This is an optimization exercise on Yosys and OpenROAD, whose aim is a short achievable clock period and few clock cycles, not a production implementation. The RTL was checked by simulation tests, not by an equivalence proof against the original design. Power is estimated from default activity; no workload was simulated.

[flow/run.sh]
#!/bin/bash
# synth_recipe.tcl (not shown) runs the flow's synth.tcl, then flattens the netlist and writes it again
# the make line also repeats each setting of config.mk as NAME=value (left out here)
make -C /OpenROAD-flow-scripts/flow DESIGN_CONFIG=/design/flow/config.mk WORK_HOME=/design/flow/orfs CLKGATE_MAP_FILE= SYNTH_SCRIPT=/design/flow/synth_recipe.tcl finish
[flow/config.mk]
export PLATFORM = sky130hd
export DESIGN_NAME = ordered_record_list
export DESIGN_NICKNAME = ordered_record_list
export VERILOG_FILES = /design/flow/design.v
export SDC_FILE = /design/flow/constraint.sdc
export NUM_CORES = 4
export LEC_CHECK = 0
export CAP_MARGIN = 20
export CORE_MARGIN = 2
export CORE_UTILIZATION = 40
export SLEW_MARGIN = 20
[flow/constraint.sdc]
create_clock -name core_clock -period 5.0 [get_ports {clk}]
set_input_delay 1.0000 -clock core_clock [delete_from_list [all_inputs] [get_ports {clk}]]
set_output_delay 1.0000 -clock core_clock [all_outputs]
set_load 0.01 [all_outputs]
[flow/design.v]
package orl_pkg;
  localparam logic [2:0] CMD_APPEND = 3'd0;
  localparam logic [2:0] CMD_DELETE = 3'd1;
  localparam logic [2:0] CMD_CLEAR  = 3'd2;
  localparam logic [2:0] CMD_COUNT  = 3'd3;
  localparam logic [2:0] CMD_KTH    = 3'd4;
  localparam logic [2:0] CMD_MIDDLE = 3'd5;
  localparam logic [2:0] CMD_VIEW   = 3'd6;
  localparam logic [2:0] ST_OK        = 3'd0;
  localparam logic [2:0] ST_NOT_FOUND = 3'd1;
  localparam logic [2:0] ST_FULL      = 3'd2;
  localparam logic [2:0] ST_EMPTY     = 3'd3;
  localparam logic [2:0] ST_BAD_POS   = 3'd4;
  typedef struct packed {
    logic [15:0] rsel;        
    logic [3:0]  idx;         
    logic [4:0]  cnt;         
    logic [2:0]  status;      
    logic        last;        
    logic        app_ok;      
    logic        clr_ok;      
    logic        is_del;      
    logic        view_multi;  
  } pre_t;
  function automatic pre_t pre(input logic [2:0] cmd, input logic [4:0] from,
                               input logic [4:0] c);
    pre_t       p;
    logic       ne;
    logic [4:0] i;
    p        = '0;
    p.cnt    = c;
    p.status = ST_OK;
    p.last   = 1'b1;
    ne       = (c != 5'd0);
    i        = 5'd0;
    unique case (cmd)
      CMD_APPEND: begin
        if (c[4]) begin
          p.status = ST_FULL;
        end else begin
          p.app_ok = 1'b1;
          p.idx    = c[3:0];
          p.cnt    = c + 5'd1;
        end
      end
      CMD_DELETE: begin
        p.is_del = 1'b1;
        p.status = ne ? ST_NOT_FOUND : ST_EMPTY;
      end
      CMD_CLEAR: begin
        p.clr_ok = ne;
        p.cnt    = 5'd0;
        p.status = ne ? ST_OK : ST_EMPTY;
      end
      CMD_KTH: begin
        if (!ne) begin
          p.status = ST_EMPTY;
        end else if (from == 5'd0) begin
          p.status = ST_BAD_POS;
        end else begin
          i      = (from >= c) ? 5'd0 : c - from;
          p.rsel = 16'd1 << i[3:0];
          p.idx  = i[3:0];
        end
      end
      CMD_MIDDLE: begin
        if (!ne) begin
          p.status = ST_EMPTY;
        end else begin
          i      = c >> 1;
          p.rsel = 16'd1 << i[3:0];
          p.idx  = i[3:0];
        end
      end
      CMD_VIEW: begin
        if (!ne) begin
          p.status = ST_EMPTY;
        end else begin
          p.rsel       = 16'd1;
          p.last       = (c == 5'd1);
          p.view_multi = (c != 5'd1);
        end
      end
      default: begin
      end
    endcase
    pre = p;
  endfunction
endpackage
module ordered_record_list #(
  parameter int DEPTH = 16
) (
  input  logic        clk,
  input  logic        rst,
  input  logic        start,
  input  logic [55:0] item,
  output logic        busy,
  output logic        result_valid,
  output logic [60:0] result
);
  logic [2:0]  in_cmd;
  logic [31:0] in_key;
  logic [15:0] in_hgt;
  logic [4:0]  in_from;
  assign in_cmd  = item[55:53];
  assign in_key  = item[52:21];
  assign in_hgt  = item[20:5];
  assign in_from = item[4:0];
  logic [31:0] key [16];
  logic [15:0] hgt [16];
  logic [15:0] vld;          
  logic [4:0]  count;
  logic        pv;
  logic [31:0] pkey;
  logic [15:0] phgt;
  logic [15:0] pm;           
  orl_pkg::pre_t        pp;
  logic        st;           
  logic [15:0] vptr;
  logic [3:0]  vidx;
  logic [3:0]  rem;          
  logic [15:0] x_m;          
  logic [15:0] x_sel;        
  logic        x_del;
  logic        x_app;
  logic        x_clr;
  logic [3:0]  x_idx;
  logic [4:0]  x_cnt;
  logic [2:0]  x_status;
  logic        x_last;
  logic        x_valid;
  logic [15:0] s;            
  logic [15:0] f;            
  logic        hit;
  logic [15:0] wr;           
  logic [15:0] sel;
  logic [31:0] rd_key;
  logic [15:0] rd_hgt;
  logic [3:0]  f_idx;
  always_comb begin
    s[0] = x_m[0];
    for (int i = 1; i < 16; i++) s[i] = s[i-1] | x_m[i];
    f[0] = x_m[0];
    for (int i = 1; i < 16; i++) f[i] = x_m[i] & ~s[i-1];
    hit = s[15];
    wr[0] = x_app & ~vld[0];
    for (int i = 1; i < 16; i++) wr[i] = x_app & vld[i-1] & ~vld[i];
    sel = x_sel | f;
    rd_key = '0;
    rd_hgt = '0;
    for (int i = 0; i < 16; i++) begin
      rd_key = rd_key | ({32{sel[i]}} & key[i]);
      rd_hgt = rd_hgt | ({16{sel[i]}} & hgt[i]);
    end
    f_idx = '0;
    for (int i = 0; i < 16; i++) f_idx = f_idx | ({4{f[i]}} & 4'(i));
  end
  logic        acc;
  logic [15:0] mr;
  logic        eq_a;
  logic [15:0] m_new;
  logic [4:0]  c_a;
  logic [4:0]  c_b;
  orl_pkg::pre_t        pre_a;
  orl_pkg::pre_t        pre_b;
  orl_pkg::pre_t        pre_new;
  assign acc = start & ~busy;
  always_comb begin
    for (int i = 0; i < 16; i++) mr[i] = vld[i] & (key[i] == in_key);
    eq_a = (pkey == in_key);
    for (int i = 0; i < 16; i++) begin
      if (x_clr) m_new[i] = 1'b0;
      else if (s[i]) m_new[i] = (i < 15) ? mr[(i + 1) % 16] : 1'b0;
      else m_new[i] = mr[i] | (wr[i] & eq_a);
    end
    c_a = x_clr ? 5'd0 : x_app ? count + 5'd1 : count;
    c_b = count - 5'd1;
    pre_a = orl_pkg::pre(in_cmd, in_from, c_a);
    pre_b = orl_pkg::pre(in_cmd, in_from, c_b);
    pre_new = hit ? pre_b : pre_a;
  end
  logic        pv_n;
  logic [15:0] pm_n;
  orl_pkg::pre_t        pp_n;
  logic        st_n;
  logic [15:0] vptr_n;
  logic [3:0]  vidx_n;
  logic [3:0]  rem_n;
  logic        go_n;
  always_comb begin
    pv_n = acc | (pv & st);
    pm_n = acc ? m_new : pm;
    pp_n = acc ? pre_new : pp;
    if (st) begin
      st_n   = (rem != 4'd1);
      vptr_n = {vptr[14:0], 1'b0};
      vidx_n = vidx + 4'd1;
      rem_n  = rem - 4'd1;
    end else begin
      st_n   = pv & pp.view_multi;
      vptr_n = 16'd2;
      vidx_n = 4'd1;
      rem_n  = 4'(pp.cnt - 5'd1);
    end
    go_n = pv_n & ~st_n;
  end
  always_ff @(posedge clk) begin
    if (rst) begin
      pv       <= 1'b0;
      st       <= 1'b0;
      busy     <= 1'b0;
      x_valid  <= 1'b0;
      x_m      <= '0;
      x_sel    <= '0;
      x_del    <= 1'b0;
      x_app    <= 1'b0;
      x_clr    <= 1'b0;
      vld      <= '0;
      count    <= '0;
    end else begin
      pv       <= pv_n;
      st       <= st_n;
      busy     <= pv_n & st_n;
      x_valid  <= pv_n | st_n;
      x_m      <= go_n & pp_n.is_del ? pm_n : '0;
      x_sel    <= st_n ? vptr_n : (go_n ? pp_n.rsel : '0);
      x_del    <= go_n & pp_n.is_del;
      x_app    <= go_n & pp_n.app_ok;
      x_clr    <= go_n & pp_n.clr_ok;
      if (x_clr) begin
        vld   <= '0;
        count <= '0;
      end else if (hit) begin
        vld   <= {1'b0, vld[15:1]};
        count <= count - 5'd1;
      end else if (x_app) begin
        vld   <= vld | wr;
        count <= count + 5'd1;
      end
    end
  end
  always_ff @(posedge clk) begin
    if (acc) begin
      pkey <= in_key;
      phgt <= in_hgt;
    end
    pm       <= pm_n;
    pp       <= pp_n;
    vptr     <= vptr_n;
    vidx     <= vidx_n;
    rem      <= rem_n;
    x_idx    <= st_n ? vidx_n : pp_n.idx;
    x_cnt    <= st_n ? count : pp_n.cnt;
    x_status <= st_n ? orl_pkg::ST_OK : pp_n.status;
    x_last   <= st_n ? (rem_n == 4'd1) : pp_n.last;
  end
  always_ff @(posedge clk) begin
    for (int i = 0; i < 16; i++) begin
      if (s[i]) begin
        key[i] <= (i < 15) ? key[(i + 1) % 16] : key[i];
        hgt[i] <= (i < 15) ? hgt[(i + 1) % 16] : hgt[i];
      end else if (wr[i]) begin
        key[i] <= pkey;
        hgt[i] <= phgt;
      end
    end
  end
  always_ff @(posedge clk) begin
    if (rst) begin
      result_valid <= 1'b0;
    end else begin
      result_valid <= x_valid;
    end
  end
  always_ff @(posedge clk) begin
    result[60:29] <= rd_key | (x_app ? pkey : 32'd0);
    result[28:13] <= rd_hgt | (x_app ? phgt : 16'd0);
    result[12:9]  <= x_del ? f_idx : x_idx;
    result[8:4]   <= (x_del & hit) ? count - 5'd1 : x_cnt;
    result[3:1]   <= (x_del & hit) ? orl_pkg::ST_OK : x_status;
    result[0]     <= x_last;
  end
endmodule
==> impl_metrics.ini <==
[synth]
synth_edf_count = 817
async_flop_share_pct = 0
ys_ff_latch = 1022
synthTopCellsByCount = 1,169 x nand2_1, 817 x edfxtp_1, 462 x xnor2_1
synth_nets = 4960
ys_warn_count = 3
postSynthCellCount = 4870
synth_top_area_cell = edfxtp_1
yosys_most_used_dff = edfxtp_1
synth_compound_area_share_pct = 8.84
syn-cell-area_um2 = 53100
ys_types = 81
yosysMostFrequentCell = nand2_1
synth_area_per_cell_um2 = 10.9
synthTopCellsByArea = edfxtp_1 46%, mux2_2 8.9%, nand2_1 8.3%
synth_top_area_share_pct = 46.2
synthMuxAreaShare_pct = 9.02
yosys.area_share.xor_xnor_pct = 9.31
synthAdderAreaFrac_pct = 0.780
yosysSeqAreaShare_pct = 53.9
synth_top_family_by_area = simple AND/OR/NAND/NOR gates
synthSimpleGateAreaFrac_pct = 14.8

[placement]
place_congestion = 1.13
dpl.hpwl_mm = 159
placed_cells = 6533
dpl_cell_area_um2 = 56900
port_buffers = 121
dpl_worst_slack_ns = 0.813

[drt]
ant_nets = 0
drt_first_pass_iters = 10
wl_per_cell_um = 34.9
drtIter0Drc = 7783
vias_per_cell = 6.43
routed_wl_mm = 235
vias = 43400
drc_errors = 0

[global_route]
grt_use_met1_pct = 43.2
grtUsageMet3_pct = 8.58
first_global_vias = 40900
grt.overflow.total = 0
grt_start_max_net_pins = 76
antenna_found_initial = 17
grt_pass1_wl_mm = 325
grtUsageTotal_pct = 33.8
grtUsageMet2_pct = 50.4
busiest_layer = met2

[status]
status = finished clean

[critical_path]
cp_slowest_cell = or4_1
crit_type = register to register
end_kind = register
required_ns = 5.65
start_kind = register
crit_fanout = 16
path_cells = ha_1 > nand4_1 > xnor2_1 > buf_4 > nor2_1 > inv_1 > ha_1 > o21a_1 > a21o_1 > or4_1 > nor4_1 > o31ai_1 > o221ai_1
crit_arrival_ns = 4.96
cpPeakStageDelay_ns = 0.72
crit_top_cell = ha_1

[floorplanning]
coreArea_um2 = 132000
die_area_um2 = 136000
row_count = 133
initial_core_util_pct = 40.3
boundaryPins = 122
die_x_um = 368
die_h_um = 368

[sta]
slew_headroom_pct = 18.5
skew_ns = 0.0297
worst-slew-pin-transition_ns = 1.21
max_freq_mhz = 232
fin_crit_ns = 4.31
finalSetupViolCount = 0
hold_viol_final = 0
drv_slew = 0
setup_ws_ns = 0.688
setup_tns_ns = 0
fin_crit_sh_pct = 86.2
rsz0062_at_grt = false

[clock_network]
numCtsBuffers = 112
path_clk_slew_ns = 0.06
cts_tree = done
clk_latency_ns = 0.76
hold_buffers = 0
cts_sinks = 1022
cts_root_buffer = clkbuf_16
clock_path_buffers = 3
cts_setup_buffers = 0
htreeDepth = 3
cts.repair.resized = 0

[finish]
syn2layout_area_growth_pct = 14.3
final_area_um2 = 60700
finalNonFillerCells = 6751
register_area_um2 = 28600
n_fill_cell = 12200
final_nets = 4982
multi_input_area_um2 = 23000
drive_gt1_share_pct = 17.5

[run]
cap_violations = 0

[power]
ir_worst_vdd_mv = 0.280
power_density_nw_per_um2 = 320
total_leakage_power_uw = 0.0210

[min_path]
hp-class = register to register
## registers in the layout, indices dropped and copies added (netlist names), 3 cells and up
signal    flops
key         512
x_m          16
hgt         256
rem           4
phgt         16
pkey         32
vptr         14
vld          16
result       61
x_cnt         5
vidx          4
pm           16
x_sel        16
x_idx         4
x_status      3
pp           33
count         5
## where the power goes
part	switching (uW)	internal, uW
combinational	936	551
clock	3770	4830
sequential	95.4	9260
total	4800	14600
## metal layers
layer	share of wire, %	vias up
met5	0.024	-
met1	37	21400
li1	-	17800
met3	12	749
met4	8.2	10
met2	43	3453
## cells in the final DEF, fill, tap and decap left out, types with 33 or more instances in the layout
cell type        Yosys  routed
xor2_1             100     100
nand4_1            167     167
and2_1              55      55
a22oi_1             79      79
a222oi_1           121     121
nor2_1              84      78
xnor2_1            462     462
clkbuf_16            0     116
nand3_1             87      86
a221oi_1            49      49
a22o_1              33      33
mux2_2             421     421
nor3_1              47      43
dfxtp_1            205     203
buf_4                0     180
nand2_1           1169    1166
a21oi_1             59      59
inv_1               44      43
edfxtp_1           817     817
o21ai_0             84      69
nor4_1              56      54
clkdlybuf4s50_1      0     121
## path summary, 6_finish.rpt
path	startpoint	to	slack, ns	depth (start not counted)
setup / recovery	count[1]	x_sel[12]	0.69	13
hold / removal	x_last	result[0]	0.34	0
hold reg to reg	x_last	result[0]	0.34	0
setup reg to reg	count[1]	x_sel[12]	0.69	13
## cell families (layout without fill, tap and decap cells)
logic type,after synthesis,after routing
XOR/XNOR,563,563
buffers and inverters,456,577
flip-flops,1022,1022
AO/OA/AOI/OAI,603,603
other,0,5
multiplexers,426,426
AND/OR/NAND/NOR,1768,1768
adder cells (fa/ha/maj),32,32
## worst max-delay path, delay by kind of cell (launching register included)
| family | cells | cell delay (ns) |
|---|---|---|
| buffers and inverters | 2 | 0.51 |
| and+or+nand+nor | 4 | 1.54 |
| adders and majority gates | 2 | 0.69 |
| DFF | 1 | 0.68 |
| AOI/OAI and AO/OA | 4 | 0.61 |
| xor gates and xnor gates | 1 | 0.18 |
## cell type report
cell class              instances  share of cell area, %
clock inverters                60                  0.915
inverters                      46                  0.289
clock buffers                 153                   5.25
well taps                    1755                   3.62
repair buffers                318                   4.80
multi-input cells            3392                   37.9
diodes                          5                 0.0206
flip-flops and latches       1022                   47.2
## metrics by stage
step                total power (uW)  hold WS (ns)  util, %
floorplan                      10300         0.310        -
global placement               10900         0.322     43.2
detailed placement             11000         0.328     43.3
CTS                            19500         0.343     46.1
global route                   19900         0.348     46.1
finish                         19400         0.339     46.1
Testbench counts, summed over its fixed seeds: cycles 7,294.

-- afterwards: timing with drivers on the ports --
How much do the figures lean on ideal ports? The routed layout below was timed once more, with nothing changed but the port constraints. Step 1 (the two cells are an assumption about what drives the block):
set clk [get_ports {clk}]
set_driving_cell -lib_cell sky130_fd_sc_hd__clkbuf_16 $clk
set_driving_cell -lib_cell sky130_fd_sc_hd__buf_2 [delete_from_list [all_inputs] $clk]
Step 2 also shifts input and output timing later by t, the mid clock arrival at the registers, as if the neighbouring blocks saw the same clock. Three values: ideal ports, drivers, drivers and shift; two values: the first two.
shift t [ns]: 0.821
slack for setup (ns): 0.688 / 0.688 / 0.344
latest minus earliest clock arrival (ns): 0.030 / 0.030
After both steps this run still meets setup and hold. The setup slack of this run moves by 0.000 ns with the drivers and by -0.344 ns with both steps.
